From an optimization exercise on the open Yosys and OpenROAD flow, aimed at small area and few clock cycles per item; shortcuts taken in it are not production practice.
Function was checked by simulation only, so behaviour that the tests miss may differ from the original.
Power and IR drop assume default switching activity.

Setup of onyx:
// bucketed_hash_set
module bucketed_hash_set #(
    parameter int BUCKET_COUNT     = DEF_BUCKET_COUNT,
    parameter int SLOTS_PER_BUCKET = DEF_SLOTS_PER_BUCKET
) (
    input  logic      i_clk,
    input  logic      i_rst_n,
    input  logic             i_req_valid,
    output logic             o_req_ready,
    input  logic [CMD_W-1:0] i_req_command,
    input  logic [KEY_W-1:0] i_req_key,
    output logic             o_rsp_valid,
    input  logic             i_rsp_ready,
    output logic [STS_W-1:0] o_rsp_status
);
Size in the first run: ~5,300 cells after synthesis, roughly 2,400 flip-flops, about 41 I/O pins, about 72,000 µm² of cells after synthesis.
clock: 10.0 ns
lec_check: 0
cap_margin: 20
core_margin: 2
core_utilization: 40
cts_cluster_diameter: 70
cts_cluster_size: 32
place_density: 0.95
slew_margin: 20
synth_hierarchical: 1
run.sh (not shown) runs the stock make flow with config.mk's settings and CLKGATE_MAP_FILE= SYNTH_SCRIPT=/design/flow/synth_recipe.tcl, a recipe that flattens the netlist after the stock synthesis.
Every stage of the flow completed for onyx, and the final layout passed the timing, design-rule and antenna checks.
Testbench counts of onyx, summed over its fixed seeds: cycles 24,552, items 24,000.
--- input diff onyx..juniper ---
Settings: removing CTS_CLUSTER_SIZE (formerly 32); removing PLACE_DENSITY (formerly 0.95); removing CTS_CLUSTER_DIAMETER (formerly 70); removing SYNTH_HIERARCHICAL (formerly 1).
Results
- On juniper: wire length on met1 is about 40% higher than what onyx gave.
- Comparing juniper and onyx, the lower estimated wirelength of the detail-placed design is on onyx.
- Between onyx and juniper, the remaining antenna violation count figures differ only marginally.
- Changes observed in juniper relative to onyx: fraction of cell area in non-clock buffers rose 0.31 points, shortest period the worst path allows fell 610 ps, non-clock buffer count rose 33.
Here is what was changed in the inputs of quartz compared with juniper.
Settings: PLACE_DENSITY now 0.75, previously not set; SYNTH_HIERARCHICAL now 1, previously not set; CTS_CLUSTER_SIZE now 32, previously not set; CTS_CLUSTER_DIAMETER now 70, previously not set.
## What came out
- No stage failed in quartz, and the final checks on the layout all came back clean.
- Going from juniper to quartz, the sequential share of layout area was found to have gone up by 4.1 points.
- Looking only at time the worst path needs with I/O delays and setup, and setting everything else aside, the higher value of juniper and quartz goes to quartz.
- In quartz, the total leakage power came out about 9% below the value in juniper.
- The cell at the slowest stage of the critical path comes out sky130_fd_sc_hd__nor4_1 in one run and sky130_fd_sc_hd__edfxtp_1 in the other, namely in quartz and juniper respectively.

========
v6:
Starting RTL as in the previous note.
clock: 10.0 ns
lec_check: 0
cap_margin: 20
core_margin: 2
core_utilization: 40
cts_cluster_diameter: 70
cts_cluster_size: 32
place_density: 0.88
slew_margin: 20
synth_hierarchical: 1
v6: all stages complete, timing, DRC and antenna checks passed
Testbench counts of v6, summed over its fixed seeds: cycles 24,552, items 24,000.
For v7, these inputs were changed with respect to v6:
- PLACE_DENSITY no longer set, was 0.88
- SYNTH_HIERARCHICAL no longer set, was 1
- CTS_CLUSTER_DIAMETER now 60, was 70
- CTS_CLUSTER_SIZE now 26, was 32
### Flow results
- Diff v6 -> v7 | sequential power | down by a few percent
- The run showing the greater global routing met1 resource utilization is v7.
- Per the comparison of v7 with v6, net count after synthesis saw an increase; buffering stage count on the worst path with inverters included rose by 2.
- Looking at met3 track demand over resource in global routing, v7 sits 0.21 points above v6.
- v7 against v6: utilization rose 1.1 points; count of clock buffers in the final design rose about 40%.
- Final cell area: v7 above v6
- [compare] base=v6 new=v7: wire length grew by 42000 um, number of nets in the layout went up 360.

========
bucketed_hash_set again, from the RTL that the note above started with.
export LEC_CHECK = 0
export CAP_MARGIN = 20
export CORE_MARGIN = 2
export CORE_UTILIZATION = 40
export CTS_CLUSTER_DIAMETER = 60
export CTS_CLUSTER_SIZE = 38
export PLACE_DENSITY = 0.88
export SLEW_MARGIN = 20
export SYNTH_HIERARCHICAL = 1
create_clock -name core_clock -period 10.0 [get_ports {i_clk}]
Testbench counts at the start, summed over its fixed seeds: cycles 24,552, items 24,000.
Rerun with:
CORE_UTILIZATION = 55   (was 40)
CTS_CLUSTER_DIAMETER = 50   (was 60)
CTS_CLUSTER_SIZE = 30   (was 38)
PLACE_DENSITY = 0.7   (was 0.88)
SYNTH_HIERARCHICAL = unset   (was 1)
Combinational power went down by 4.4%.
Setup slack improves by 0.24 ns.
Via count grows by about 5%.
Critical path depth falls by 1.
Worst hold slack gains 0.030 ns.
Rerun with:
CORE_UTILIZATION = 40   (was 55)
CTS_CLUSTER_DIAMETER = 70   (was 50)
CTS_CLUSTER_SIZE = 32   (was 30)
PLACE_DENSITY = unset   (was 0.7)
SYNTH_HIERARCHICAL = 1   (was unset)
After rerunning: Setup slack got worse by 0.27 ns; utilization came out lower by 17 points; clock power came out lower by 21%; design area came out lower by 2.5%.
Rerun with:
CTS_CLUSTER_DIAMETER = 65   (was 70)
SYNTH_HIERARCHICAL = unset   (was 1)
- The new run finished clean
- worst hold slack loses 0.0070 ns
- routed wire length climbs by 15%
- first-iteration DRC count climbs by about 30%
- sequential power drops by about 4%
- critical path depth is unchanged
- die area climbs by 1.4%
- total power drops by 0.62%

[static timing again, ports no longer ideal]
No port has a modelled driver above. Below, the same layouts with a new extraction and two added sets of constraints.
Step 1, drivers: a clkbuf_16 drives i_clk and a buf_2 each remaining input, both assumed.
Step 2, shift: input delay + t, output delay - t, t = (earliest + latest rising clock arrival at the registers) / 2. This alone moves slack from input paths to output paths.
a / b / c = ideal ports / drivers / drivers and shift; a / b = the first two.
run	shift t [ns]	slack for setup (ns)	hold WS [ns]	clock arrival spread, ns
onyx	0.795	1.432 / 1.350 / 1.745	0.337 / 0.337 / 0.337	0.053 / 0.054
juniper	0.948	2.040 / 1.952 / 1.663	0.317 / 0.317 / 0.317	0.060 / 0.060
quartz	0.815	1.846 / 1.778 / 1.906	0.320 / 0.320 / 0.320	0.057 / 0.058
v6	0.802	1.855 / 1.773 / 1.774	0.333 / 0.333 / 0.333	0.048 / 0.049
v7	0.903	2.086 / 1.992 / 1.673	0.336 / 0.336 / 0.336	0.041 / 0.041
the first run of note 3	0.855	1.639 / 1.558 / 1.709	0.295 / 0.295 / 0.295	0.069 / 0.069
the second run of note 3	0.881	1.879 / 1.798 / 1.656	0.325 / 0.325 / 0.325	0.059 / 0.059
the third run of note 3	0.845	1.605 / 1.524 / 1.971	0.330 / 0.330 / 0.330	0.045 / 0.045
the fourth run of note 3	0.883	2.057 / 1.968 / 1.670	0.323 / 0.323 / 0.323	0.062 / 0.062
After both steps every run listed still meets setup and hold. For v7, which loses most, drivers alone change the setup slack by -0.094 ns; drivers and shift together by -0.413 ns.
